This design comes from an exercise in tuning for a short achievable clock period on the open sky130 flow, not from production work.
Only simulation tests tie the RTL to the original design; equivalence was not proved.
No activity file was given, so power comes from the tool's default toggle rates.

[design/flow/config.mk]
export PLATFORM = sky130hd
export DESIGN_NAME = shooter_top
export DESIGN_NICKNAME = shooter_top
export VERILOG_FILES = /design/flow/design.v
export SDC_FILE = /design/flow/constraint.sdc
export NUM_CORES = 4
export LEC_CHECK = 0
export CAP_MARGIN = 20
export CORE_MARGIN = 2
export CORE_UTILIZATION = 40
export SLEW_MARGIN = 20
[design/flow/constraint.sdc]
create_clock -name core_clock -period 17.0 [get_ports {CLK}]
set_input_delay 3.4000 -clock core_clock [delete_from_list [all_inputs] [get_ports {CLK}]]
set_output_delay 3.4000 -clock core_clock [all_outputs]
set_load 0.01 [all_outputs]
[design/flow/design.v]
`default_nettype none
package shooter_pkg;
	typedef logic [3:0] heading_t;    
	typedef logic [8:0] dist_t;       
	typedef logic [3:0] points_t;
	typedef logic [19:0] bcd_score_t;
	typedef enum logic [1:0] {
		WPN_SPREAD,    
		WPN_TRIPLE,    
		WPN_CANNON     
	} weapon_t;
	typedef enum logic [1:0] {
		EN_BRUTE,
		EN_RAIDER,
		EN_DART,
		EN_TITAN
	} enemy_t;
	typedef enum logic [2:0] {
		ST_IDLE,
		ST_FIRE,
		ST_SPAWN,
		ST_MOVE,
		ST_SWEEP,
		ST_DONE
	} step_state_t;
	localparam int SCORE_DIGITS = 5;
	localparam dist_t RANGE_AXIS = 9'd240;    
	localparam dist_t RANGE_DIAG = 9'd340;    
	localparam dist_t RANGE_SKEW = 9'd260;    
	localparam dist_t BREACH_DIST = 9'd15;
	localparam logic [15:0] SPAWN_SEED = 16'hace1;
endpackage
`default_nettype wire
`timescale 1ns/1ns
`default_nettype none
import shooter_pkg::*;
module pilot_controls
(
	input  logic     CLK,
	input  logic     RESET,
	input  logic     fire,             
	input  logic     rotate_cw,
	input  logic     rotate_ccw,
	input  logic     weapon_switch,
	input  logic     fire_take,        
	output shooter_pkg::heading_t heading,
	output logic [1:0]weapon,
	output logic     fire_pending
);
	logic [3:0] sync_a;       
	logic [3:0] sync_b;
	logic [3:0] sync_prev;    
	logic [3:0] press;
	always_ff @(posedge CLK) begin
		if (RESET) begin
			sync_a <= '1;           
			sync_b <= '1;
			sync_prev <= '1;
		end else begin
			sync_a <= {weapon_switch, rotate_ccw, rotate_cw, fire};
			sync_b <= sync_a;
			sync_prev <= sync_b;
		end
	end
	assign press = sync_prev & ~sync_b;    
	function automatic logic [1:0] next_weapon(logic [1:0] w);
		case (w)
			WPN_SPREAD: next_weapon = WPN_TRIPLE;
			WPN_TRIPLE: next_weapon = WPN_CANNON;
			default:    next_weapon = WPN_SPREAD;
		endcase
	endfunction
	always_ff @(posedge CLK) begin
		if (RESET) begin
			heading <= '0;
			weapon <= WPN_SPREAD;
			fire_pending <= 1'b0;
		end else begin
			heading <= heading + {3'd0, press[2]} - {3'd0, press[1]};
			if (press[3])
				weapon <= next_weapon(weapon);
			if (press[0])
				fire_pending <= 1'b1;    
			else if (fire_take)
				fire_pending <= 1'b0;
		end
	end
endmodule
`default_nettype wire
`timescale 1ns/1ns
`default_nettype none
import shooter_pkg::*;
module step_sequencer
#(
	parameter int TICK_CYCLES = 64,
	parameter int BULLET_SLOTS = 20
) (
	input  logic                    CLK,
	input  logic                    RESET,
	output logic                    ph_fire,     
	output logic                    ph_spawn,    
	output logic                    ph_move,     
	output logic [BULLET_SLOTS-1:0] ph_sweep,    
	output logic                    step_done    
);
	localparam int TICK_W = (TICK_CYCLES > 1) ? $clog2(TICK_CYCLES) : 1;
	logic [TICK_W-1:0] tick_cnt;
	logic              tick;
	assign tick = (tick_cnt == TICK_W'(TICK_CYCLES - 1));
	always_ff @(posedge CLK) begin
		if (RESET) begin
			tick_cnt <= '0;
			ph_fire <= 1'b0;
			ph_spawn <= 1'b0;
			ph_move <= 1'b0;
			ph_sweep <= '0;
			step_done <= 1'b0;
		end else begin
			tick_cnt <= tick ? '0 : tick_cnt + 1'b1;
			ph_fire <= tick;
			ph_spawn <= ph_fire;
			ph_move <= ph_spawn;
			ph_sweep <= {ph_sweep[BULLET_SLOTS-2:0], ph_move};
			step_done <= ph_sweep[BULLET_SLOTS-1];
		end
	end
endmodule
`default_nettype wire
`timescale 1ns/1ns
`default_nettype none
import shooter_pkg::*;
module bullet_pool
#(
	parameter int BULLET_SLOTS = 20
) (
	input  logic                    CLK,
	input  logic                    RESET,
	input  logic                    ph_fire,
	input  logic                    fire_take,
	input  logic [1:0]              weapon,
	input  shooter_pkg::heading_t   heading,
	input  logic                    advance,     
	input  logic [BULLET_SLOTS-1:0] row_sel,     
	input  logic [BULLET_SLOTS-1:0] spent,       
	output logic                    row_live,
	output shooter_pkg::heading_t   row_head,
	output shooter_pkg::dist_t      row_dist,
	output logic [1:0]              row_wpn
);
	function automatic logic [8:0] range_of(logic [3:0] h);
		if (h[1:0] == 2'b00)
			range_of = RANGE_AXIS;
		else if (!h[0])
			range_of = RANGE_DIAG;
		else
			range_of = RANGE_SKEW;
	endfunction
	function automatic logic [3:0] bullet_speed(logic [1:0] w);
		case (w)
			WPN_SPREAD: bullet_speed = 4'd7;
			WPN_TRIPLE: bullet_speed = 4'd5;
			default:    bullet_speed = 4'd4;
		endcase
	endfunction
	logic [BULLET_SLOTS-1:0] live;
	logic [BULLET_SLOTS-1:0] leave;            
	shooter_pkg::heading_t   b_head [BULLET_SLOTS];
	shooter_pkg::dist_t      b_dist [BULLET_SLOTS];
	logic [1:0]              b_wpn [BULLET_SLOTS];
	logic [2:0]              rank [BULLET_SLOTS];  
	logic [BULLET_SLOTS-1:0] fill;
	shooter_pkg::heading_t   fill_head [BULLET_SLOTS];
	shooter_pkg::heading_t   shot_head [5];
	always_ff @(posedge CLK) begin
		for (int i = 0; i < BULLET_SLOTS; i++) begin
			logic [4:0] n;
			n = 5'd0;
			for (int j = 0; j < i; j++)
				n = n + {4'd0, ~live[j]};
			rank[i] <= (n > 5'd5) ? 3'd5 : n[2:0];
		end
	end
	assign shot_head[0] = heading + 4'd2;
	assign shot_head[1] = heading + 4'd14;
	assign shot_head[2] = heading + 4'd1;
	assign shot_head[3] = heading + 4'd15;
	assign shot_head[4] = heading;
	always_comb begin
		for (int i = 0; i < BULLET_SLOTS; i++) begin
			fill[i] = 1'b0;
			fill_head[i] = shot_head[4];
			case (weapon)
				WPN_SPREAD: begin
					fill[i] = !live[i] && rank[i] < 3'd5;
					case (rank[i])
						3'd0:    fill_head[i] = shot_head[0];
						3'd1:    fill_head[i] = shot_head[1];
						3'd2:    fill_head[i] = shot_head[2];
						3'd3:    fill_head[i] = shot_head[3];
						default: fill_head[i] = shot_head[4];
					endcase
				end
				WPN_TRIPLE: begin
					fill[i] = !live[i] && rank[i] < 3'd3;
					case (rank[i])
						3'd0:    fill_head[i] = shot_head[2];
						3'd1:    fill_head[i] = shot_head[3];
						default: fill_head[i] = shot_head[4];
					endcase
				end
				default: begin
					fill[i] = !live[i] && rank[i] == 3'd0;
				end
			endcase
		end
	end
	always_ff @(posedge CLK) begin
		if (RESET)
			live <= '0;
		else if (ph_fire)
			live <= (live & ~leave) | (fire_take ? fill : '0);
		else
			live <= live & ~spent;
	end
	always_ff @(posedge CLK) begin
		for (int i = 0; i < BULLET_SLOTS; i++) begin
			if (fire_take && fill[i]) begin
				b_head[i] <= fill_head[i];
				b_dist[i] <= {5'd0, bullet_speed(weapon)};
				b_wpn[i] <= weapon;
			end else if (advance) begin
				leave[i] <= b_dist[i] >= range_of(b_head[i]);
				b_dist[i] <= b_dist[i] + {5'd0, bullet_speed(b_wpn[i])};
			end
		end
	end
	always_comb begin
		row_live = 1'b0;
		row_head = '0;
		row_dist = '0;
		row_wpn = '0;
		for (int i = 0; i < BULLET_SLOTS; i++) begin
			row_live = row_live | (row_sel[i] & live[i]);
			row_head = row_head | ({4{row_sel[i]}} & b_head[i]);
			row_dist = row_dist | ({9{row_sel[i]}} & b_dist[i]);
			row_wpn = row_wpn | ({2{row_sel[i]}} & b_wpn[i]);
		end
	end
endmodule
`default_nettype wire
`timescale 1ns/1ns
`default_nettype none
import shooter_pkg::*;
module enemy_pool
#(
	parameter int ENEMY_SLOTS = 8
) (
	input  logic                  CLK,
	input  logic                  RESET,
	input  logic                  ph_fire,      
	input  logic                  advance,      
	input  logic                  resolve,      
	input  logic                  row_live,
	input  shooter_pkg::heading_t row_head,
	input  shooter_pkg::dist_t    row_dist,
	input  logic [1:0]            row_wpn,
	output logic                  hit,
	output logic                  kill,
	output logic [1:0]            kill_type
);
	function automatic logic [8:0] range_of(logic [3:0] h);
		if (h[1:0] == 2'b00)
			range_of = RANGE_AXIS;
		else if (!h[0])
			range_of = RANGE_DIAG;
		else
			range_of = RANGE_SKEW;
	endfunction
	function automatic logic [3:0] weapon_damage(logic [1:0] w);
		case (w)
			WPN_SPREAD: weapon_damage = 4'd2;
			WPN_TRIPLE: weapon_damage = 4'd3;
			default:    weapon_damage = 4'd9;
		endcase
	endfunction
	function automatic logic [3:0] enemy_speed(logic [1:0] t);
		case (t)
			EN_BRUTE:  enemy_speed = 4'd3;
			EN_RAIDER: enemy_speed = 4'd4;
			EN_DART:   enemy_speed = 4'd5;
			default:   enemy_speed = 4'd1;
		endcase
	endfunction
	function automatic logic [3:0] enemy_health(logic [1:0] t);
		case (t)
			EN_BRUTE:  enemy_health = 4'd6;
			EN_RAIDER: enemy_health = 4'd3;
			EN_DART:   enemy_health = 4'd2;
			default:   enemy_health = 4'd15;
		endcase
	endfunction
	logic [ENEMY_SLOTS-1:0] live;
	logic [ENEMY_SLOTS-1:0] breach;      
	logic [1:0]             e_type [ENEMY_SLOTS];
	shooter_pkg::heading_t  e_head [ENEMY_SLOTS];
	shooter_pkg::dist_t     e_dist [ENEMY_SLOTS];
	logic [3:0]             e_health [ENEMY_SLOTS];
	logic [15:0]            lfsr;        
	logic [ENEMY_SLOTS-1:0] spawn_at;    
	shooter_pkg::heading_t  spawn_head;
	logic [1:0]             spawn_type;
	logic [ENEMY_SLOTS-1:0] match;       
	logic [1:0]             match_wpn;
	logic [ENEMY_SLOTS-1:0] cand;
	logic [ENEMY_SLOTS-1:0] first;       
	logic [ENEMY_SLOTS-1:0] slain;
	logic [3:0]             damage;
	logic                   kill_now;
	logic [1:0]             type_now;
	assign spawn_head = lfsr[3:0];
	assign spawn_type = lfsr[5:4];
	always_comb begin
		logic taken;
		taken = 1'b0;
		for (int i = 0; i < ENEMY_SLOTS; i++) begin
			spawn_at[i] = !live[i] && !taken;
			taken = taken | !live[i];
		end
	end
	always_ff @(posedge CLK) begin
		for (int i = 0; i < ENEMY_SLOTS; i++)
			match[i] <= row_live && e_head[i] == row_head && e_dist[i] <= row_dist;
		match_wpn <= row_wpn;
	end
	assign cand = match & live;
	assign damage = weapon_damage(match_wpn);
	always_comb begin
		logic seen;
		seen = 1'b0;
		kill_now = 1'b0;
		type_now = '0;
		for (int i = 0; i < ENEMY_SLOTS; i++) begin
			first[i] = cand[i] && !seen;
			seen = seen | cand[i];
			slain[i] = first[i] && damage >= e_health[i];
			kill_now = kill_now | slain[i];
			type_now = type_now | ({2{first[i]}} & e_type[i]);
		end
	end
	assign hit = resolve && |cand;
	always_ff @(posedge CLK) begin
		if (RESET) begin
			kill <= 1'b0;
		end else begin
			kill <= resolve && kill_now;
		end
		kill_type <= type_now;
	end
	always_ff @(posedge CLK) begin
		if (RESET) begin
			live <= '0;
			lfsr <= SPAWN_SEED;
		end else if (ph_fire) begin
			lfsr <= {lfsr[14:0], lfsr[15] ^ lfsr[13] ^ lfsr[12] ^ lfsr[10]};
			live <= (live & ~breach) | spawn_at;
		end else if (resolve) begin
			live <= live & ~slain;
		end
	end
	always_ff @(posedge CLK) begin
		for (int i = 0; i < ENEMY_SLOTS; i++) begin
			if (ph_fire && spawn_at[i]) begin
				e_type[i] <= spawn_type;
				e_head[i] <= spawn_head;
				e_dist[i] <= range_of(spawn_head) - {5'd0, enemy_speed(spawn_type)};
				e_health[i] <= enemy_health(spawn_type);
			end else if (advance) begin
				breach[i] <= e_dist[i] < BREACH_DIST;
				if (e_dist[i] >= BREACH_DIST)
					e_dist[i] <= e_dist[i] - {5'd0, enemy_speed(e_type[i])};
			end else if (resolve && first[i] && !slain[i]) begin
				e_health[i] <= e_health[i] - damage;
			end
		end
	end
endmodule
`default_nettype wire
`timescale 1ns/1ns
`default_nettype none
import shooter_pkg::*;
module score_keeper
(
	input  logic       CLK,
	input  logic       RESET,
	input  logic       fire_take,
	input  logic       kill,
	input  logic [1:0]   kill_type,
	output shooter_pkg::bcd_score_t score_bcd
);
	function automatic logic [3:0] enemy_points(logic [1:0] t);
		case (t)
			EN_BRUTE:  enemy_points = 4'd6;
			EN_RAIDER: enemy_points = 4'd3;
			EN_DART:   enemy_points = 4'd2;
			default:   enemy_points = 4'd15;
		endcase
	endfunction
	shooter_pkg::points_t    kill_pts;
	logic [4:0] add_pts;       
	shooter_pkg::bcd_score_t score_next;
	assign kill_pts = kill ? enemy_points(kill_type) : 4'd0;
	assign add_pts = {4'd0, fire_take} + {1'b0, kill_pts};
	always_comb begin
		logic [4:0] carry;
		logic [4:0] sum;
		carry = add_pts;
		for (int d = 0; d < SCORE_DIGITS; d++) begin
			sum = {1'b0, score_bcd[4*d +: 4]} + carry;
			if (sum >= 5'd20) begin
				score_next[4*d +: 4] = 4'(sum - 5'd20);
				carry = 5'd2;
			end else if (sum >= 5'd10) begin
				score_next[4*d +: 4] = 4'(sum - 5'd10);
				carry = 5'd1;
			end else begin
				score_next[4*d +: 4] = sum[3:0];
				carry = 5'd0;
			end
		end
	end
	always_ff @(posedge CLK) begin
		if (RESET)
			score_bcd <= '0;
		else if (fire_take || kill)
			score_bcd <= score_next;
	end
endmodule
`default_nettype wire
`timescale 1ns/1ns
`default_nettype none
module shooter_top #(
	parameter int TICK_CYCLES = 64,
	parameter int BULLET_SLOTS = 20,
	parameter int ENEMY_SLOTS = 8
) (
	input  logic                   CLK,
	input  logic                   RESET,
	input  logic                   fire,
	input  logic                   rotate_cw,
	input  logic                   rotate_ccw,
	input  logic                   weapon_switch,
	output shooter_pkg::heading_t  heading,
	output logic [1:0] weapon,
	output shooter_pkg::bcd_score_t score_bcd,
	output logic                   kill,
	output logic [1:0]  kill_type,
	output logic                   step_done
);
	logic                    fire_pending;
	logic                    fire_take;
	logic                    ph_fire;
	logic                    ph_spawn;
	logic                    ph_move;
	logic [BULLET_SLOTS-1:0] ph_sweep;
	logic [BULLET_SLOTS-1:0] row_sel;     
	logic [BULLET_SLOTS-1:0] res_sel;     
	logic                    resolve;
	logic                    row_live;
	shooter_pkg::heading_t   row_head;
	shooter_pkg::dist_t      row_dist;
	logic [1:0]              row_wpn;
	logic                    hit;
	assign row_sel = {ph_sweep[BULLET_SLOTS-3:0], ph_move, ph_spawn};
	assign res_sel = {ph_sweep[BULLET_SLOTS-2:0], ph_move};
	assign resolve = |res_sel;
	assign fire_take = ph_fire && fire_pending;
	pilot_controls u_pilot_controls (
		.CLK(CLK), .RESET(RESET),
		.fire(fire), .rotate_cw(rotate_cw), .rotate_ccw(rotate_ccw),
		.weapon_switch(weapon_switch), .fire_take(fire_take),
		.heading(heading), .weapon(weapon), .fire_pending(fire_pending)
	);
	step_sequencer #(.TICK_CYCLES(TICK_CYCLES), .BULLET_SLOTS(BULLET_SLOTS)) u_step_sequencer (
		.CLK(CLK), .RESET(RESET),
		.ph_fire(ph_fire), .ph_spawn(ph_spawn), .ph_move(ph_move),
		.ph_sweep(ph_sweep), .step_done(step_done)
	);
	bullet_pool #(.BULLET_SLOTS(BULLET_SLOTS)) u_bullet_pool (
		.CLK(CLK), .RESET(RESET),
		.ph_fire(ph_fire), .fire_take(fire_take), .weapon(weapon), .heading(heading),
		.advance(step_done), .row_sel(row_sel), .spent(hit ? res_sel : '0),
		.row_live(row_live), .row_head(row_head), .row_dist(row_dist), .row_wpn(row_wpn)
	);
	enemy_pool #(.ENEMY_SLOTS(ENEMY_SLOTS)) u_enemy_pool (
		.CLK(CLK), .RESET(RESET),
		.ph_fire(ph_fire), .advance(step_done), .resolve(resolve),
		.row_live(row_live), .row_head(row_head), .row_dist(row_dist), .row_wpn(row_wpn),
		.hit(hit), .kill(kill), .kill_type(kill_type)
	);
	score_keeper u_score_keeper (
		.CLK(CLK), .RESET(RESET),
		.fire_take(fire_take), .kill(kill), .kill_type(kill_type),
		.score_bcd(score_bcd)
	);
endmodule
`default_nettype wire
[design/flow/run.sh]
#!/bin/bash
# synth_recipe.tcl (not shown) runs the flow's synth.tcl, then flattens the netlist and writes it again
# the make line also repeats each setting of config.mk as NAME=value (left out here)
make -C /OpenROAD-flow-scripts/flow DESIGN_CONFIG=/design/flow/config.mk WORK_HOME=/design/flow/orfs CLKGATE_MAP_FILE= SYNTH_SCRIPT=/design/flow/synth_recipe.tcl finish
==> qor.yml, run 1 <==
status:
  outcome: "timing/DRC/antenna clean"
clock_network:
  cts-root-buf: "clkbuf_16"
  clk_pin_slew_ns: 0.06
  cts-buffers-inserted: 78
  post_cts_hold_buffer_count: 0
  clock_sinks: 660
  clk_latency_ns: 0.67
  cts_resized: 0
  htreeDepth: 3
  cts_setup_buffers: 0
  cts_tree: "yes"
  cts_buffer_depth: 3
min_path:
  hold_end: "u_pilot_controls.sync_b[0]$_SDFF_PP1_"
  hold_path_depth: 1
  worstHoldStart: "u_pilot_controls.sync_a[0]$_SDFF_PP1_"
  hp-class: "flip-flop to flip-flop"
drt:
  wl_mm: 142
  wire_per_inst_um: 23.4
  wl_met1_mm: 57.8
  wl_met2_mm: 65.2
  drt_pre_antenna_iters: 6
  drc: 0
  detail-route-antenna-nets: 0
  wl_met3_mm: 9.23
  top_layer: "met5"
  initialDrtViolationCount: 3246
  vias: 34900
  vias_per_cell: 5.75
layout:
  syn2layout_area_growth_pct: 10.3
  drive_above_1_share_pct: 7.27
  final_cells: 6069
  diodes: 0
  nNetsFinal: 5012
  nFillCells: 10200
power_and_ir_drop:
  total_power_mw: 3.81
  peakVddDrop_uv: 63.2
  leakagePower_nw: 19.0
  p_per_area_nw_per_um2: 80.7
timing:
  timing.final.crit_period_ns: 9.24
  slew_headroom_pct: 16.7
  skew_ns: 0.0271
  fin_crit_sh_pct: 54.3
  hold_slack_ns: 0.405
  tns_ns: 0
  setup_viol: 0
  rsz0062_at_grt: "no"
  final_max_slew_viol_count: 0
  worst_pin_slew_ns: 1.25
  max_clock_freq_ghz: 0.108
  hold_viol: 0
place:
  dpl.cell_count: 5923
  dp.final_hpwl_mm: 103
  gp_congestion: 0.990
  port_buffers: 35
grt:
  grt_pass1_wl_mm: 211
  grt_max_degree: 67
  grt_pass1_vias: 32800
  grt_usage_pct: 25.6
  antenna_found_initial: 3
  grt_overflow_total: 0
critical_path:
  r2r_end: "u_score_keeper.score_bcd[17]$_SDFFE_PP0P_"
  cp_data_required_time_ns: 17.49
  critPathSlowestCell: "fa_1"
  r2r_setup_slack_ns: 7.76
  critPathArrivalTime_ns: 9.72
  cp_num_buf_inv: 9
  path_common_cell: "inv_1"
  path_delay_family: "adder cells"
  rr_worst_depth: 41
  worstSetupPathType: "flip-flop to flip-flop"
  crit_path_start_kind: "flip-flop"
  crit_path_end_kind: "flip-flop"
  slowest_delay_ns: 0.56
  crit_fanout: 24
  startpoint: "u_step_sequencer.ph_fire$_SDFF_PP0_"
  worstReg2RegStart: "u_step_sequencer.ph_fire$_SDFF_PP0_"
floorplanning:
  pin_count: 36
  start_util_pct: 40.2
  die_y_um: 331
  rows: 120
  chipWidth_um: 331
  core_um2: 107000
  dieArea_um2: 110000
synth:
  synth_edf_count: 380
  yosys.area.top_type: "edfxtp_1"
  synth_ff_type: "edfxtp_1"
  synth.avg_cell_area_um2: 9.21
  synthTopCellsByArea: "edfxtp_1 (27%), dfxtp_1 (13%), ha_1 (11%), xnor2_1 (4.3%), a21oi_1 (3.8%)"
  ys_ff_latch: 660
  yosys_warnings: 15
  yosysSeqAreaShare_pct: 39.7
  syn_area_um2: 42800
  netlist.area_leader.share_pct: 26.6
  synth-async-reset-ratio_pct: 0
  syn_nets: 5060
  netlist_instances: 4648
  yosysUniqueCellTypes: 86
job:
  drv_cap: 0
## final cells by class
class                      count  area (um^2)  area share [%]
sequential                   660        17000            36.1
timing repair buffer         101          843            1.79
clock inverter                32          329           0.697
tap                         1403         1760            3.72
clock buffer                 114         2310            4.88
multi-input combinational   3421        23700            50.2
inverter                     338         1270            2.69
## Yosys cell counts, types with 33 or more instances
master      n
fa_1       46
xnor2_1   212
nand2_1   368
or2_2      67
o211ai_1   33
nand3_1   175
o21ai_0   314
a221oi_1   55
clkbuf_1  195
a211oi_1   41
nand4_1    33
edfxtp_1  380
and3_1     59
xor2_1    150
a22oi_1    56
nor2_1    425
mux2i_1    69
inv_1     317
a21oi_1   322
ha_1      360
a22o_1     55
nor2b_1   107
dfxtp_1   280
nor3_1     42
nand2b_1   93
## worst max-delay path by stage
stage,to,slack [ns],cells after the start
after detailed placement,u_score_keeper.score_bcd[17]$_SDFFE_PP0P_,7.90,41
after global routing,u_score_keeper.score_bcd[17]$_SDFFE_PP0P_,7.15,41
final,u_score_keeper.score_bcd[17]$_SDFFE_PP0P_,7.76,41
after global placement,u_score_keeper.score_bcd[17]$_SDFFE_PP0P_,7.92,41
after floorplan,u_bullet_pool.rank[19][2]$_SDFF_PN1_,9.08,27
after CTS,u_score_keeper.score_bcd[17]$_SDFFE_PP0P_,7.84,41
## per-stage QoR
stage / util [%] / instance area [um^2] / setup slack [ns]
6_report: 44.3 / 47200 / 7.76
5_1_grt: 44.3 / 47200 / 7.15
4_1_cts: 44.3 / 47200 / 7.84
3_5_place_dp: 41.8 / 44600 / 7.90
3_3_place_gp: 41.8 / 44600 / 7.92
2_1_floorplan: - / 42800 / 9.08
## cells by family (layout without fill, tap and decap cells)
family	count (synthesis)	after routing	share of synthesized area, %
mux	72	72	1.72
buf+inv	567	585	5.03
flops	660	660	39.7
xor+xnor	379	379	8.30
simple gates	1468	1468	16.4
fa+ha+maj	406	406	12.7
compound gates	1096	1096	16.2
## state kept, by name, summed over array words and instances, names as in the netlist, 20 cells and up
signal,flops
u_bullet_pool.b_dist,180
u_bullet_pool.b_head,80
u_enemy_pool.e_dist,72
u_bullet_pool.rank,54
u_bullet_pool.b_wpn,40
u_enemy_pool.e_head,32
u_enemy_pool.e_health,32
u_bullet_pool.leave,20
u_bullet_pool.live,20
u_score_keeper.score_bcd,20
u_step_sequencer.ph_sweep,20
## routing by layer
metal,track usage (%),vias to the layer above
li1,-,16400
met1,32.4,16900
met2,41.6,1291
met3,3.60,342
met4,15.2,2
met5,0,-
## report_power, final
group / leakage (nW) / total (mW) / internal (mW) / switching (mW)
combinational: 12.0 / 0.374 / 0.125 / 0.249
clock: 1.30 / 1.74 / 1.02 / 0.721
sequential: 5.73 / 1.69 / 1.69 / 0.00322
total: 19.0 / 3.81 / 2.84 / 0.973
## placed cells by master (no fill, tap or decap), drive strengths merged, types with 70 or more instances in the layout
cell and n:
mux2i 70, xor2 152, nor2b 107, nand2 368, nand2b 93, a21oi 322
xnor2 217, ha 360, nor2 425, inv 340, nand3 176, dfxtp 280
clkbuf 114, edfxtp 380, o21ai 315
==> run 2, diff against run 1 <==
--- a/design/flow/design.v
+++ b/design/flow/design.v
@@ -169,3 +169,3 @@
 	logic [1:0]              b_wpn [BULLET_SLOTS];
-	logic [2:0]              rank [BULLET_SLOTS];  
+	logic [4:0]              more [BULLET_SLOTS];
 	logic [BULLET_SLOTS-1:0] fill;
@@ -174,9 +174,5 @@
 	always_ff @(posedge CLK) begin
-		for (int i = 0; i < BULLET_SLOTS; i++) begin
-			logic [4:0] n;
-			n = 5'd0;
-			for (int j = 0; j < i; j++)
-				n = n + {4'd0, ~live[j]};
-			rank[i] <= (n > 5'd5) ? 3'd5 : n[2:0];
-		end
+		more[0] <= '0;
+		for (int i = 1; i < BULLET_SLOTS; i++)
+			more[i] <= live[i-1] ? more[i-1] : {more[i-1][3:0], 1'b1};
 	end
@@ -189,25 +185,18 @@
 		for (int i = 0; i < BULLET_SLOTS; i++) begin
-			fill[i] = 1'b0;
-			fill_head[i] = shot_head[4];
+			logic [4:0] at;     
+			at = {more[i][3] & ~more[i][4], more[i][2] & ~more[i][3],
+				more[i][1] & ~more[i][2], more[i][0] & ~more[i][1], ~more[i][0]};
 			case (weapon)
 				WPN_SPREAD: begin
-					fill[i] = !live[i] && rank[i] < 3'd5;
-					case (rank[i])
-						3'd0:    fill_head[i] = shot_head[0];
-						3'd1:    fill_head[i] = shot_head[1];
-						3'd2:    fill_head[i] = shot_head[2];
-						3'd3:    fill_head[i] = shot_head[3];
-						default: fill_head[i] = shot_head[4];
-					endcase
+					fill[i] = !live[i] && !more[i][4];
+					fill_head[i] = at[0] ? shot_head[0] : at[1] ? shot_head[1] :
+						at[2] ? shot_head[2] : at[3] ? shot_head[3] : shot_head[4];
 				end
 				WPN_TRIPLE: begin
-					fill[i] = !live[i] && rank[i] < 3'd3;
-					case (rank[i])
-						3'd0:    fill_head[i] = shot_head[2];
-						3'd1:    fill_head[i] = shot_head[3];
-						default: fill_head[i] = shot_head[4];
-					endcase
+					fill[i] = !live[i] && !more[i][2];
+					fill_head[i] = at[0] ? shot_head[2] : at[1] ? shot_head[3] : shot_head[4];
 				end
 				default: begin
-					fill[i] = !live[i] && rank[i] == 3'd0;
+					fill[i] = !live[i] && !more[i][0];
+					fill_head[i] = shot_head[4];
 				end
@@ -399,33 +388,279 @@
 );
-	function automatic logic [3:0] enemy_points(logic [1:0] t);
-		case (t)
-			EN_BRUTE:  enemy_points = 4'd6;
-			EN_RAIDER: enemy_points = 4'd3;
-			EN_DART:   enemy_points = 4'd2;
-			default:   enemy_points = 4'd15;
-		endcase
-	endfunction
-	shooter_pkg::points_t    kill_pts;
-	logic [4:0] add_pts;       
+	logic [5:0] d0_p1;
+	logic [5:0] d0_p2;
+	logic [5:0] d0_p3;
+	logic [5:0] d0_p4;
+	logic [5:0] d0_p6;
+	logic [5:0] d0_p7;
+	logic [5:0] d0_p15;
+	logic [5:0] d0_p16;
+	logic [5:0] d1_p1;
+	logic [5:0] d1_p2;
+	logic [5:0] d2_p1;
+	logic [5:0] d3_p1;
+	logic [5:0] d4_p1;
+	logic [7:0] add_sel;     
+	logic [5:0] d0_sum;
+	logic       c1;
+	logic       c2;
+	logic       c3;
 	shooter_pkg::bcd_score_t score_next;
-	assign kill_pts = kill ? enemy_points(kill_type) : 4'd0;
-	assign add_pts = {4'd0, fire_take} + {1'b0, kill_pts};
+	assign d0_p1 =
+		({6{score_bcd[3:0] == 4'd0}} & 6'd1) |
+		({6{score_bcd[3:0] == 4'd1}} & 6'd2) |
+		({6{score_bcd[3:0] == 4'd2}} & 6'd3) |
+		({6{score_bcd[3:0] == 4'd3}} & 6'd4) |
+		({6{score_bcd[3:0] == 4'd4}} & 6'd5) |
+		({6{score_bcd[3:0] == 4'd5}} & 6'd6) |
+		({6{score_bcd[3:0] == 4'd6}} & 6'd7) |
+		({6{score_bcd[3:0] == 4'd7}} & 6'd8) |
+		({6{score_bcd[3:0] == 4'd8}} & 6'd9) |
+		({6{score_bcd[3:0] == 4'd9}} & 6'd16) |
+		({6{score_bcd[3:0] == 4'd10}} & 6'd17) |
+		({6{score_bcd[3:0] == 4'd11}} & 6'd18) |
+		({6{score_bcd[3:0] == 4'd12}} & 6'd19) |
+		({6{score_bcd[3:0] == 4'd13}} & 6'd20) |
+		({6{score_bcd[3:0] == 4'd14}} & 6'd21) |
+		({6{score_bcd[3:0] == 4'd15}} & 6'd22);
+	assign d0_p2 =
+		({6{score_bcd[3:0] == 4'd0}} & 6'd2) |
+		({6{score_bcd[3:0] == 4'd1}} & 6'd3) |
+		({6{score_bcd[3:0] == 4'd2}} & 6'd4) |
+		({6{score_bcd[3:0] == 4'd3}} & 6'd5) |
+		({6{score_bcd[3:0] == 4'd4}} & 6'd6) |
+		({6{score_bcd[3:0] == 4'd5}} & 6'd7) |
+		({6{score_bcd[3:0] == 4'd6}} & 6'd8) |
+		({6{score_bcd[3:0] == 4'd7}} & 6'd9) |
+		({6{score_bcd[3:0] == 4'd8}} & 6'd16) |
+		({6{score_bcd[3:0] == 4'd9}} & 6'd17) |
+		({6{score_bcd[3:0] == 4'd10}} & 6'd18) |
+		({6{score_bcd[3:0] == 4'd11}} & 6'd19) |
+		({6{score_bcd[3:0] == 4'd12}} & 6'd20) |
+		({6{score_bcd[3:0] == 4'd13}} & 6'd21) |
+		({6{score_bcd[3:0] == 4'd14}} & 6'd22) |
+		({6{score_bcd[3:0] == 4'd15}} & 6'd23);
+	assign d0_p3 =
+		({6{score_bcd[3:0] == 4'd0}} & 6'd3) |
+		({6{score_bcd[3:0] == 4'd1}} & 6'd4) |
+		({6{score_bcd[3:0] == 4'd2}} & 6'd5) |
+		({6{score_bcd[3:0] == 4'd3}} & 6'd6) |
+		({6{score_bcd[3:0] == 4'd4}} & 6'd7) |
+		({6{score_bcd[3:0] == 4'd5}} & 6'd8) |
+		({6{score_bcd[3:0] == 4'd6}} & 6'd9) |
+		({6{score_bcd[3:0] == 4'd7}} & 6'd16) |
+		({6{score_bcd[3:0] == 4'd8}} & 6'd17) |
+		({6{score_bcd[3:0] == 4'd9}} & 6'd18) |
+		({6{score_bcd[3:0] == 4'd10}} & 6'd19) |
+		({6{score_bcd[3:0] == 4'd11}} & 6'd20) |
+		({6{score_bcd[3:0] == 4'd12}} & 6'd21) |
+		({6{score_bcd[3:0] == 4'd13}} & 6'd22) |
+		({6{score_bcd[3:0] == 4'd14}} & 6'd23) |
+		({6{score_bcd[3:0] == 4'd15}} & 6'd24);
+	assign d0_p4 =
+		({6{score_bcd[3:0] == 4'd0}} & 6'd4) |
+		({6{score_bcd[3:0] == 4'd1}} & 6'd5) |
+		({6{score_bcd[3:0] == 4'd2}} & 6'd6) |
+		({6{score_bcd[3:0] == 4'd3}} & 6'd7) |
+		({6{score_bcd[3:0] == 4'd4}} & 6'd8) |
+		({6{score_bcd[3:0] == 4'd5}} & 6'd9) |
+		({6{score_bcd[3:0] == 4'd6}} & 6'd16) |
+		({6{score_bcd[3:0] == 4'd7}} & 6'd17) |
+		({6{score_bcd[3:0] == 4'd8}} & 6'd18) |
+		({6{score_bcd[3:0] == 4'd9}} & 6'd19) |
+		({6{score_bcd[3:0] == 4'd10}} & 6'd20) |
+		({6{score_bcd[3:0] == 4'd11}} & 6'd21) |
+		({6{score_bcd[3:0] == 4'd12}} & 6'd22) |
+		({6{score_bcd[3:0] == 4'd13}} & 6'd23) |
+		({6{score_bcd[3:0] == 4'd14}} & 6'd24) |
+		({6{score_bcd[3:0] == 4'd15}} & 6'd25);
+	assign d0_p6 =
+		({6{score_bcd[3:0] == 4'd0}} & 6'd6) |
+		({6{score_bcd[3:0] == 4'd1}} & 6'd7) |
+		({6{score_bcd[3:0] == 4'd2}} & 6'd8) |
+		({6{score_bcd[3:0] == 4'd3}} & 6'd9) |
+		({6{score_bcd[3:0] == 4'd4}} & 6'd16) |
+		({6{score_bcd[3:0] == 4'd5}} & 6'd17) |
+		({6{score_bcd[3:0] == 4'd6}} & 6'd18) |
+		({6{score_bcd[3:0] == 4'd7}} & 6'd19) |
+		({6{score_bcd[3:0] == 4'd8}} & 6'd20) |
+		({6{score_bcd[3:0] == 4'd9}} & 6'd21) |
+		({6{score_bcd[3:0] == 4'd10}} & 6'd22) |
+		({6{score_bcd[3:0] == 4'd11}} & 6'd23) |
+		({6{score_bcd[3:0] == 4'd12}} & 6'd24) |
+		({6{score_bcd[3:0] == 4'd13}} & 6'd25) |
+		({6{score_bcd[3:0] == 4'd14}} & 6'd32) |
+		({6{score_bcd[3:0] == 4'd15}} & 6'd33);
+	assign d0_p7 =
+		({6{score_bcd[3:0] == 4'd0}} & 6'd7) |
+		({6{score_bcd[3:0] == 4'd1}} & 6'd8) |
+		({6{score_bcd[3:0] == 4'd2}} & 6'd9) |
+		({6{score_bcd[3:0] == 4'd3}} & 6'd16) |
+		({6{score_bcd[3:0] == 4'd4}} & 6'd17) |
+		({6{score_bcd[3:0] == 4'd5}} & 6'd18) |
+		({6{score_bcd[3:0] == 4'd6}} & 6'd19) |
+		({6{score_bcd[3:0] == 4'd7}} & 6'd20) |
+		({6{score_bcd[3:0] == 4'd8}} & 6'd21) |
+		({6{score_bcd[3:0] == 4'd9}} & 6'd22) |
+		({6{score_bcd[3:0] == 4'd10}} & 6'd23) |
+		({6{score_bcd[3:0] == 4'd11}} & 6'd24) |
+		({6{score_bcd[3:0] == 4'd12}} & 6'd25) |
+		({6{score_bcd[3:0] == 4'd13}} & 6'd32) |
+		({6{score_bcd[3:0] == 4'd14}} & 6'd33) |
+		({6{score_bcd[3:0] == 4'd15}} & 6'd34);
+	assign d0_p15 =
+		({6{score_bcd[3:0] == 4'd0}} & 6'd21) |
+		({6{score_bcd[3:0] == 4'd1}} & 6'd22) |
+		({6{score_bcd[3:0] == 4'd2}} & 6'd23) |
+		({6{score_bcd[3:0] == 4'd3}} & 6'd24) |
+		({6{score_bcd[3:0] == 4'd4}} & 6'd25) |
+		({6{score_bcd[3:0] == 4'd5}} & 6'd32) |
+		({6{score_bcd[3:0] == 4'd6}} & 6'd33) |
+		({6{score_bcd[3:0] == 4'd7}} & 6'd34) |
+		({6{score_bcd[3:0] == 4'd8}} & 6'd35) |
+		({6{score_bcd[3:0] == 4'd9}} & 6'd36) |
+		({6{score_bcd[3:0] == 4'd10}} & 6'd37) |
+		({6{score_bcd[3:0] == 4'd11}} & 6'd38) |
+		({6{score_bcd[3:0] == 4'd12}} & 6'd39) |
+		({6{score_bcd[3:0] == 4'd13}} & 6'd40) |
+		({6{score_bcd[3:0] == 4'd14}} & 6'd41) |
+		({6{score_bcd[3:0] == 4'd15}} & 6'd42);
+	assign d0_p16 =
+		({6{score_bcd[3:0] == 4'd0}} & 6'd22) |
+		({6{score_bcd[3:0] == 4'd1}} & 6'd23) |
+		({6{score_bcd[3:0] == 4'd2}} & 6'd24) |
+		({6{score_bcd[3:0] == 4'd3}} & 6'd25) |
+		({6{score_bcd[3:0] == 4'd4}} & 6'd32) |
+		({6{score_bcd[3:0] == 4'd5}} & 6'd33) |
+		({6{score_bcd[3:0] == 4'd6}} & 6'd34) |
+		({6{score_bcd[3:0] == 4'd7}} & 6'd35) |
+		({6{score_bcd[3:0] == 4'd8}} & 6'd36) |
+		({6{score_bcd[3:0] == 4'd9}} & 6'd37) |
+		({6{score_bcd[3:0] == 4'd10}} & 6'd38) |
+		({6{score_bcd[3:0] == 4'd11}} & 6'd39) |
+		({6{score_bcd[3:0] == 4'd12}} & 6'd40) |
+		({6{score_bcd[3:0] == 4'd13}} & 6'd41) |
+		({6{score_bcd[3:0] == 4'd14}} & 6'd42) |
+		({6{score_bcd[3:0] == 4'd15}} & 6'd43);
+	assign d1_p1 =
+		({6{score_bcd[7:4] == 4'd0}} & 6'd1) |
+		({6{score_bcd[7:4] == 4'd1}} & 6'd2) |
+		({6{score_bcd[7:4] == 4'd2}} & 6'd3) |
+		({6{score_bcd[7:4] == 4'd3}} & 6'd4) |
+		({6{score_bcd[7:4] == 4'd4}} & 6'd5) |
+		({6{score_bcd[7:4] == 4'd5}} & 6'd6) |
+		({6{score_bcd[7:4] == 4'd6}} & 6'd7) |
+		({6{score_bcd[7:4] == 4'd7}} & 6'd8) |
+		({6{score_bcd[7:4] == 4'd8}} & 6'd9) |
+		({6{score_bcd[7:4] == 4'd9}} & 6'd16) |
+		({6{score_bcd[7:4] == 4'd10}} & 6'd17) |
+		({6{score_bcd[7:4] == 4'd11}} & 6'd18) |
+		({6{score_bcd[7:4] == 4'd12}} & 6'd19) |
+		({6{score_bcd[7:4] == 4'd13}} & 6'd20) |
+		({6{score_bcd[7:4] == 4'd14}} & 6'd21) |
+		({6{score_bcd[7:4] == 4'd15}} & 6'd22);
+	assign d1_p2 =
+		({6{score_bcd[7:4] == 4'd0}} & 6'd2) |
+		({6{score_bcd[7:4] == 4'd1}} & 6'd3) |
+		({6{score_bcd[7:4] == 4'd2}} & 6'd4) |
+		({6{score_bcd[7:4] == 4'd3}} & 6'd5) |
+		({6{score_bcd[7:4] == 4'd4}} & 6'd6) |
+		({6{score_bcd[7:4] == 4'd5}} & 6'd7) |
+		({6{score_bcd[7:4] == 4'd6}} & 6'd8) |
+		({6{score_bcd[7:4] == 4'd7}} & 6'd9) |
+		({6{score_bcd[7:4] == 4'd8}} & 6'd16) |
+		({6{score_bcd[7:4] == 4'd9}} & 6'd17) |
+		({6{score_bcd[7:4] == 4'd10}} & 6'd18) |
+		({6{score_bcd[7:4] == 4'd11}} & 6'd19) |
+		({6{score_bcd[7:4] == 4'd12}} & 6'd20) |
+		({6{score_bcd[7:4] == 4'd13}} & 6'd21) |
+		({6{score_bcd[7:4] == 4'd14}} & 6'd22) |
+		({6{score_bcd[7:4] == 4'd15}} & 6'd23);
+	assign d2_p1 =
+		({6{score_bcd[11:8] == 4'd0}} & 6'd1) |
+		({6{score_bcd[11:8] == 4'd1}} & 6'd2) |
+		({6{score_bcd[11:8] == 4'd2}} & 6'd3) |
+		({6{score_bcd[11:8] == 4'd3}} & 6'd4) |
+		({6{score_bcd[11:8] == 4'd4}} & 6'd5) |
+		({6{score_bcd[11:8] == 4'd5}} & 6'd6) |
+		({6{score_bcd[11:8] == 4'd6}} & 6'd7) |
+		({6{score_bcd[11:8] == 4'd7}} & 6'd8) |
+		({6{score_bcd[11:8] == 4'd8}} & 6'd9) |
+		({6{score_bcd[11:8] == 4'd9}} & 6'd16) |
+		({6{score_bcd[11:8] == 4'd10}} & 6'd17) |
+		({6{score_bcd[11:8] == 4'd11}} & 6'd18) |
+		({6{score_bcd[11:8] == 4'd12}} & 6'd19) |
+		({6{score_bcd[11:8] == 4'd13}} & 6'd20) |
+		({6{score_bcd[11:8] == 4'd14}} & 6'd21) |
+		({6{score_bcd[11:8] == 4'd15}} & 6'd22);
+	assign d3_p1 =
+		({6{score_bcd[15:12] == 4'd0}} & 6'd1) |
+		({6{score_bcd[15:12] == 4'd1}} & 6'd2) |
+		({6{score_bcd[15:12] == 4'd2}} & 6'd3) |
+		({6{score_bcd[15:12] == 4'd3}} & 6'd4) |
+		({6{score_bcd[15:12] == 4'd4}} & 6'd5) |
+		({6{score_bcd[15:12] == 4'd5}} & 6'd6) |
+		({6{score_bcd[15:12] == 4'd6}} & 6'd7) |
+		({6{score_bcd[15:12] == 4'd7}} & 6'd8) |
+		({6{score_bcd[15:12] == 4'd8}} & 6'd9) |
+		({6{score_bcd[15:12] == 4'd9}} & 6'd16) |
+		({6{score_bcd[15:12] == 4'd10}} & 6'd17) |
+		({6{score_bcd[15:12] == 4'd11}} & 6'd18) |
+		({6{score_bcd[15:12] == 4'd12}} & 6'd19) |
+		({6{score_bcd[15:12] == 4'd13}} & 6'd20) |
+		({6{score_bcd[15:12] == 4'd14}} & 6'd21) |
+		({6{score_bcd[15:12] == 4'd15}} & 6'd22);
+	assign d4_p1 =
+		({6{score_bcd[19:16] == 4'd0}} & 6'd1) |
+		({6{score_bcd[19:16] == 4'd1}} & 6'd2) |
+		({6{score_bcd[19:16] == 4'd2}} & 6'd3) |
+		({6{score_bcd[19:16] == 4'd3}} & 6'd4) |
+		({6{score_bcd[19:16] == 4'd4}} & 6'd5) |
+		({6{score_bcd[19:16] == 4'd5}} & 6'd6) |
+		({6{score_bcd[19:16] == 4'd6}} & 6'd7) |
+		({6{score_bcd[19:16] == 4'd7}} & 6'd8) |
+		({6{score_bcd[19:16] == 4'd8}} & 6'd9) |
+		({6{score_bcd[19:16] == 4'd9}} & 6'd16) |
+		({6{score_bcd[19:16] == 4'd10}} & 6'd17) |
+		({6{score_bcd[19:16] == 4'd11}} & 6'd18) |
+		({6{score_bcd[19:16] == 4'd12}} & 6'd19) |
+		({6{score_bcd[19:16] == 4'd13}} & 6'd20) |
+		({6{score_bcd[19:16] == 4'd14}} & 6'd21) |
+		({6{score_bcd[19:16] == 4'd15}} & 6'd22);
 	always_comb begin
-		logic [4:0] carry;
-		logic [4:0] sum;
-		carry = add_pts;
-		for (int d = 0; d < SCORE_DIGITS; d++) begin
-			sum = {1'b0, score_bcd[4*d +: 4]} + carry;
-			if (sum >= 5'd20) begin
-				score_next[4*d +: 4] = 4'(sum - 5'd20);
-				carry = 5'd2;
-			end else if (sum >= 5'd10) begin
-				score_next[4*d +: 4] = 4'(sum - 5'd10);
-				carry = 5'd1;
-			end else begin
-				score_next[4*d +: 4] = sum[3:0];
-				carry = 5'd0;
-			end
+		add_sel = '0;
+		if (kill) begin
+			case (kill_type)
+				EN_BRUTE:  add_sel = fire_take ? 8'b00100000 : 8'b00010000;
+				EN_RAIDER: add_sel = fire_take ? 8'b00001000 : 8'b00000100;
+				EN_DART:   add_sel = fire_take ? 8'b00000100 : 8'b00000010;
+				default:   add_sel = fire_take ? 8'b10000000 : 8'b01000000;
+			endcase
+		end else if (fire_take) begin
+			add_sel = 8'b00000001;
 		end
 	end
+	always_comb begin
+		d0_sum = {2'd0, score_bcd[3:0]};
+		if (add_sel[0]) d0_sum = d0_p1;
+		if (add_sel[1]) d0_sum = d0_p2;
+		if (add_sel[2]) d0_sum = d0_p3;
+		if (add_sel[3]) d0_sum = d0_p4;
+		if (add_sel[4]) d0_sum = d0_p6;
+		if (add_sel[5]) d0_sum = d0_p7;
+		if (add_sel[6]) d0_sum = d0_p15;
+		if (add_sel[7]) d0_sum = d0_p16;
+	end
+	assign score_next[3:0] = d0_sum[3:0];
+	always_comb begin
+		case (d0_sum[5:4])
+			2'd1:    {c1, score_next[7:4]} = {d1_p1[4], d1_p1[3:0]};
+			2'd2:    {c1, score_next[7:4]} = {d1_p2[4], d1_p2[3:0]};
+			default: {c1, score_next[7:4]} = {1'b0, score_bcd[7:4]};
+		endcase
+	end
+	assign c2 = c1 && d2_p1[4];
+	assign c3 = c2 && d3_p1[4];
+	assign score_next[11:8] = c1 ? d2_p1[3:0] : score_bcd[11:8];
+	assign score_next[15:12] = c2 ? d3_p1[3:0] : score_bcd[15:12];
+	assign score_next[19:16] = c3 ? d4_p1[3:0] : score_bcd[19:16];
 	always_ff @(posedge CLK) begin
==> design/flow/flow/run.sh (new file) <==
#!/bin/bash
# Standard ORFS layout, with repair_timing aiming well below the 17 ns clock
set -euo pipefail
bash standard.sh SETUP_SLACK_MARGIN=13 finish > make_finish.log 2>&1
==> design/flow/standard.sh (new file) <==
#!/bin/bash
# synth_recipe.tcl (not shown) runs the flow's synth.tcl, then flattens the netlist and writes it again
# the make line also repeats each setting of config.mk as NAME=value (left out here)
make -C /OpenROAD-flow-scripts/flow DESIGN_CONFIG=/design/flow/config.mk WORK_HOME=/design/flow/orfs CLKGATE_MAP_FILE= SYNTH_SCRIPT=/design/flow/synth_recipe.tcl "${@:-finish}"
--- a/design/flow/config.mk
+++ b/design/flow/config.mk
@@ -7,2 +7,3 @@
 export LEC_CHECK = 0
+export ABC_CLOCK_PERIOD_IN_PS = 4000
 export CAP_MARGIN = 20
removed: design/flow/run.sh
==> qor.yml, run 2 <==
timing:
  fin_crit_sh_pct: 27.4
  final_max_slew_viol_count: 0
  tns_ns: 0
  slew_headroom_pct: 28.1
  worst_pin_slew_ns: 1.08
  rsz0062_at_grt: "yes"
  hold_viol: 0
  max_clock_freq_ghz: 0.215
  setup_viol: 0
  skew_ns: 0.0272
  timing.final.crit_period_ns: 4.66
grt:
  grt_overflow_total: 0
  grt_pass1_vias: 33700
  grt_pass1_wl_mm: 218
  antenna_found_initial: 5
  grt_usage_pct: 25.7
  grt_max_degree: 68
synth:
  synth-async-reset-ratio_pct: 0
  yosysSeqAreaShare_pct: 40.7
  syn_nets: 4986
  synth_ff_type: "edfxtp_1"
  syn_area_um2: 43300
  synth.most_common_cell: "nor2_1"
  synthTopCellsByArea: "edfxtp_1 (26%), dfxtp_1 (14%), ha_1 (9.2%), nor2_1 (3.8%), xnor2_1 (3.3%)"
  synth.avg_cell_area_um2: 9.36
  netlist_instances: 4625
  ys_ff_latch: 691
  yosys.area.top_type: "edfxtp_1"
  yosysUniqueCellTypes: 88
  synth_edf_count: 380
  yosys_warnings: 15
  netlist.area_leader.share_pct: 26.4
  synthTopCellsByCount: "nor2_1 (437), edfxtp_1 (380), nand2_1 (335), ha_1 (317), dfxtp_1 (311)"
floorplanning:
  core_um2: 107000
  rows: 120
  start_util_pct: 40.4
  pin_count: 36
  die_y_um: 333
  chipWidth_um: 333
  dieArea_um2: 111000
power_and_ir_drop:
  peakVddDrop_uv: 130
  switching_share_pct: 25.6
  p_per_area_nw_per_um2: 83.0
  power_frac_seq_pct: 44.1
  p_int_mw: 2.99
  power_switching_mw: 1.03
  p_clk_share_pct: 46.7
  leakagePower_nw: 18.8
  combPwrFrac_pct: 9.2
drt:
  vias_per_cell: 5.99
  vias: 36200
  initialDrtViolationCount: 4341
  detail-route-antenna-nets: 0
  drt_pre_antenna_iters: 9
  wire_per_inst_um: 24.1
  wl_mm: 146
  drc: 0
place:
  placed_area_um2: 45000
  gp_congestion: 1.00
  port_buffers: 35
  dp.final_hpwl_mm: 101
clock_network:
  clk_latency_ns: 0.69
  htreeDepth: 3
  cts_tree: "yes"
  clock_sinks: 691
  cts-buffers-inserted: 82
  clk_pin_slew_ns: 0.06
  cts-root-buf: "clkbuf_16"
  cts_buffer_depth: 3
layout:
  final_cell_mix: "nor2_1 (433), edfxtp_1 (380), nand2_1 (334), ha_1 (313), inv_1 (280)"
  drive_above_1_share_pct: 11.6
  final_common_cell: "nor2_1"
  reg_top3: "u_bullet_pool.b_dist: 180 flops, u_bullet_pool.more: 85 flops, u_bullet_pool.b_head: 80 flops"
  syn2layout_area_growth_pct: 12.0
  top_register: "u_bullet_pool.b_dist"
  design_area_um2: 48500
  nNetsFinal: 4927
  largest_register_ffs: 180
critical_path:
  critPathArrivalTime_ns: 1.26
  crit_fanout: 2
  crit_path_end_kind: "primary output"
  crit_path_start_kind: "flip-flop"
  worstSetupPathType: "flip-flop to primary output"
  cp_data_required_time_ns: 13.60
job:
  drv_cap: 0
status:
  outcome: "timing/DRC/antenna clean"
min_path:
  hp-class: "flip-flop to flip-flop"
run 2: layout make-up:
cell class                 count  area, um^2
fill                       10300       58700
multi-input combinational   3342       23600
sequential                   691       17700
clock buffer                 110        2360
tap                         1403        1760
timing repair buffer         159        1440
inverter                     290        1090
clock inverter                44         499
antenna                        1        2.50
run 2: kinds of logic after synthesis:
logic type                 synth area share (%)
buffers and inverters                      5.35
adders and majority gates                  10.9
and+or+nand+nor                            16.4
AOI/OAI and AO/OA                          17.1
xor gates and xnor gates                   5.46
DFF                                        40.7
muxes                                      4.08
run 2: power groups by stage:
stage,logic [mW],clock network [mW],registers (mW)
2_1_floorplan,0.239,0,1.81
3_3_place_gp,0.338,0,1.82
3_5_place_dp,0.341,0,1.82
4_1_cts,0.358,1.90,1.78
5_1_grt,0.390,1.96,1.78
6_report,0.369,1.88,1.78
run 2: critical path, stage by stage (launching register included):
cell	delay [ns]
dfxtp_4	0.35
buf_12	0.12
buf_6	0.11
run 2: metal layers:
| layer | vias up | global-route usage (%) | routed length (um) |
|---|---|---|---|
| li1 | 16500 | - | - |
| met1 | 17600 | 36.2 | 63400 |
| met2 | 1696 | 38.8 | 62900 |
| met3 | 316 | 4.23 | 13100 |
| met4 | 0 | 11.4 | 6480 |
| met5 | - | 0 | 0 |
run 2: timing repair:
item | CTS | global route
endpoints found under the setup margin | 104 | 75
buffers inserted | 31 | 4
resized for setup | 211 | 18
gates cloned | 3 | 0
hold buffers | 0 | 0
pin swaps | 0 | 4
run 2: worst paths after layout:
path	start	end	slack, ns	cells after the start
worst max register to register	u_bullet_pool.b_dist[9][0]$_DFFE_PP_	u_enemy_pool.match[5]$_DFF_P_	13.12	9
worst max-delay path	u_pilot_controls.heading[1]$_SDFF_PP0_	heading[1]	12.34	2
worst min-delay path	u_pilot_controls.sync_a[1]$_SDFF_PP1_	u_pilot_controls.sync_b[1]$_SDFF_PP1_	0.43	1
worst min register to register	u_pilot_controls.sync_a[1]$_SDFF_PP1_	u_pilot_controls.sync_b[1]$_SDFF_PP1_	0.43	1
run 2: through the flow:
| step | setup slack [ns] | power, mW | hold slack (ns) | cells | util (%) |
|---|---|---|---|---|---|
| 2_1_floorplan | 12.94 | 2.05 | 0.391 | 4625 | - |
| 3_3_place_gp | 11.95 | 2.16 | 0.410 | 5847 | 42.0 |
| 3_5_place_dp | 11.96 | 2.16 | 0.417 | 5847 | 42.0 |
| 5_1_grt | 12.32 | 4.13 | 0.442 | 6039 | 45.2 |
| 6_report | 12.34 | 4.02 | 0.427 | 6040 | 45.2 |
| 4_1_cts | 12.30 | 4.03 | 0.430 | 6035 | 45.1 |
==> run 3, diff against run 2 <==
--- a/design/flow/config.mk
+++ b/design/flow/config.mk
@@ -10,3 +10,3 @@
 export CORE_MARGIN = 2
-export CORE_UTILIZATION = 40
+export CORE_UTILIZATION = 65
 export SLEW_MARGIN = 20
==> qor.yml, run 3 <==
status:
  outcome: "timing/DRC/antenna clean"
timing:
  slew_headroom_pct: 23.8
  tns_ns: 0
  skew_ns: 0.0262
  fin_crit_sh_pct: 27.2
  timing.final.crit_period_ns: 4.62
  worst_pin_slew_ns: 1.13
  setup_viol: 0
  max_clock_freq_ghz: 0.217
  rsz0062_at_grt: "yes"
  final_max_slew_viol_count: 0
  hold_viol: 0
synth:
  ys_ff_latch: 691
  synthTopCellsByArea: "edfxtp_1 (26%), dfxtp_1 (14%), ha_1 (9.2%), nor2_1 (3.8%), xnor2_1 (3.3%)"
  synth.avg_cell_area_um2: 9.36
  synth_ff_type: "edfxtp_1"
  synth_top_family_by_area: "compound AO/OA/AOI/OAI gates"
  synth.most_common_cell: "nor2_1"
  yosys_warnings: 15
  syn_area_um2: 43300
  synth-async-reset-ratio_pct: 0
  synth.mux.area_fraction_pct: 4.08
  yosysUniqueCellTypes: 88
  synthTopCellsByCount: "nor2_1 (437), edfxtp_1 (380), nand2_1 (335), ha_1 (317), dfxtp_1 (311)"
  yosys.area.top_type: "edfxtp_1"
  syn_nets: 4986
  netlist_instances: 4625
  synth_xor_area_share_pct: 5.46
  synth_fa_ha_area_share_pct: 10.9
  yosysSeqAreaShare_pct: 40.7
  netlist.area_leader.share_pct: 26.4
  synth-simple-area-share_pct: 16.4
  synth_edf_count: 380
  synth_compound_area_share_pct: 17.1
critical_path:
  crit_path_start_kind: "flip-flop"
  r2r_setup_slack_ns: 13.00
  r2r_end: "u_enemy_pool.match[5]$_DFF_P_"
  worstSetupPathType: "flip-flop to primary output"
  cp_data_required_time_ns: 13.60
  crit_fanout: 2
  crit_path_end_kind: "primary output"
  worstReg2RegStart: "u_step_sequencer.ph_sweep[11]$_SDFF_PP0_"
  rr_worst_depth: 9
  critPathArrivalTime_ns: 1.22
power_and_ir_drop:
  p_per_area_nw_per_um2: 81.4
  switching_share_pct: 24.8
  combPwrFrac_pct: 10.5
  p_int_mw: 2.92
  peakVddDrop_uv: 119
  power_frac_seq_pct: 45.7
  leakagePower_nw: 18.8
  power_switching_mw: 0.962
  total_power_mw: 3.89
  p_clk_share_pct: 43.8
drt:
  wire_per_inst_um: 25.6
  top_layer: "met5"
  vias: 36700
  detail-route-antenna-nets: 0
  wl_mm: 141
  drc: 0
  wl_met2_mm: 59.3
  vias_per_cell: 6.67
  initialDrtViolationCount: 5424
  wl_met1_mm: 56.3
  drt_pre_antenna_iters: 7
  wl_met3_mm: 17.6
place:
  dp.final_hpwl_mm: 96.1
  port_buffers: 35
  dpl.cell_count: 5312
  gp_congestion: 1.02
floorplanning:
  dieArea_um2: 68700
  pin_count: 36
  rows: 94
  chipWidth_um: 262
  start_util_pct: 65.8
  die_y_um: 262
  core_um2: 65900
grt:
  grt_overflow_total: 0
  grt_usage_pct: 40.4
  grt_max_degree: 64
  antenna_found_initial: 4
  grt_pass1_wl_mm: 208
  grt_pass1_vias: 33800
layout:
  top_register: "u_bullet_pool.b_dist"
  syn2layout_area_growth_pct: 10.3
  nNetsFinal: 4935
  final_cell_mix: "nor2_1 (435), edfxtp_1 (380), nand2_1 (334), ha_1 (313)"
  multi_input_area_um2: 23600
  drive_above_1_share_pct: 11.3
  nFillCells: 4971
  reg_top3: "u_bullet_pool.b_dist: 180 flops, u_bullet_pool.more: 85 flops, u_bullet_pool.b_head: 80 flops"
  final_cells: 5505
  largest_register_ffs: 180
  regArea_um2: 17700
  final_common_cell: "nor2_1"
clock_network:
  htreeDepth: 3
  clock_sinks: 691
  post_cts_hold_buffer_count: 0
  clk_pin_slew_ns: 0.06
  cts-buffers-inserted: 78
  cts-root-buf: "clkbuf_16"
  cts_buffer_depth: 3
  clk_latency_ns: 0.63
  cts_tree: "yes"
min_path:
  hold_path_depth: 2
  hp-class: "flip-flop to flip-flop"
  hold_end: "u_pilot_controls.sync_prev[0]$_SDFF_PP1_"
  worstHoldStart: "u_pilot_controls.sync_b[0]$_SDFF_PP1_"
job:
  drv_cap: 0
## run 3: cell families after synthesis
| family | count (synthesis) |
|---|---|
| AO/OA/AOI/OAI | 1107 |
| adder cells (fa/ha/maj) | 355 |
| XOR/XNOR | 270 |
| flip-flops | 691 |
| multiplexers | 167 |
| buffers and inverters | 592 |
| AND/OR/NAND/NOR | 1443 |
## run 3: power groups by stage
stage	combinational (mW)	sequential [mW]	clock [mW]
3_3_place_gp	0.335	1.81	0
3_5_place_dp	0.338	1.81	0
5_1_grt	0.426	1.78	1.77
2_1_floorplan	0.239	1.81	0
6_report	0.408	1.78	1.70
4_1_cts	0.393	1.78	1.71
## run 3: through the flow
step | utilization (%) | worst slack [ns] | cell area, um^2 | hold slack [ns]
global route | 72.5 | 12.36 | 47800 | 0.447
floorplan | - | 12.94 | 43400 | 0.391
global placement | 67.4 | 11.74 | 44400 | 0.413
detailed placement | 67.4 | 11.71 | 44400 | 0.417
finish | 72.5 | 12.38 | 47800 | 0.429
CTS | 72.4 | 12.37 | 47700 | 0.431
## run 3: layout make-up
| class | count | area share (%) |
|---|---|---|
| diodes | 1 | 0.00524 |
| clock buffers | 119 | 4.86 |
| clock inverters | 27 | 0.490 |
| inverters | 290 | 2.28 |
| multi-input cells | 3342 | 49.4 |
| flip-flops and latches | 691 | 37.1 |
| well taps | 864 | 2.26 |
| repair buffers | 171 | 3.61 |
## run 3: worst max-delay path, stage by stage, from the launching register on
cell and delay [ns]:
dfxtp_4 0.36, buf_12 0.12, buf_6 0.11
## run 3: worst max-delay path by stage
stage,from,endpoint,slack (ns),cells past startpoint
final,u_pilot_controls.heading[2]$_SDFF_PP0_,heading[2],12.38,2
after global routing,u_pilot_controls.heading[2]$_SDFF_PP0_,heading[2],12.36,2
after CTS,u_pilot_controls.heading[1]$_SDFF_PP0_,heading[1],12.37,2
after detailed placement,RESET,u_step_sequencer.tick_cnt[3]$_SDFF_PP0_,11.71,5
after global placement,RESET,u_step_sequencer.tick_cnt[5]$_SDFF_PP0_,11.74,5
after floorplan,RESET,u_pilot_controls.sync_prev[2]$_SDFF_PP1_,12.94,3
## run 3: layer usage
layer  global-route usage (%)  vias up
li1                         -    16500
met2                     59.5     2331
met4                     18.9        6
met1                     57.0    17400
met3                     8.37      498
met5                    0.764        -
## run 3: what timing repair did
item | CTS | global route
endpoints found under the setup margin | 121 | 41
pin swaps | 0 | 2
gates cloned | 8 | 0
buffers inserted | 35 | 3
endpoints found under the hold margin | 0 | 0
gates resized for setup | 223 | 9

==> static timing again, ports no longer ideal <==
The flow's constraints put no driver on any port. The routed layouts listed below were extracted and timed again, unchanged, in two steps. Step 1, drivers: a clkbuf_16 drives CLK and a buf_2 each remaining input, both assumed. Step 2 moves the port delays by t, midway between the first and last clock arrival at a register: inputs arrive t later, outputs are due t later. That takes back most of the time a late clock gives input paths. Three values: ideal, step 1, step 2; two values: the first two.
run | t (ns) | setup WS [ns] | hold WS [ns] | worst register clock-pin slew, ns
run 1 | 0.724 | 7.765 / 7.765 / 7.765 | 0.405 / 0.405 / 0.405 | 0.07 / 0.07
run 2 | 0.738 | 12.344 / 12.278 / 12.408 | 0.427 / 0.427 / 0.427 | 0.07 / 0.07
run 3 | 0.691 | 12.383 / 12.314 / 12.446 | 0.429 / 0.429 / 0.429 | 0.06 / 0.06
After both steps setup and hold are still met in every run listed.
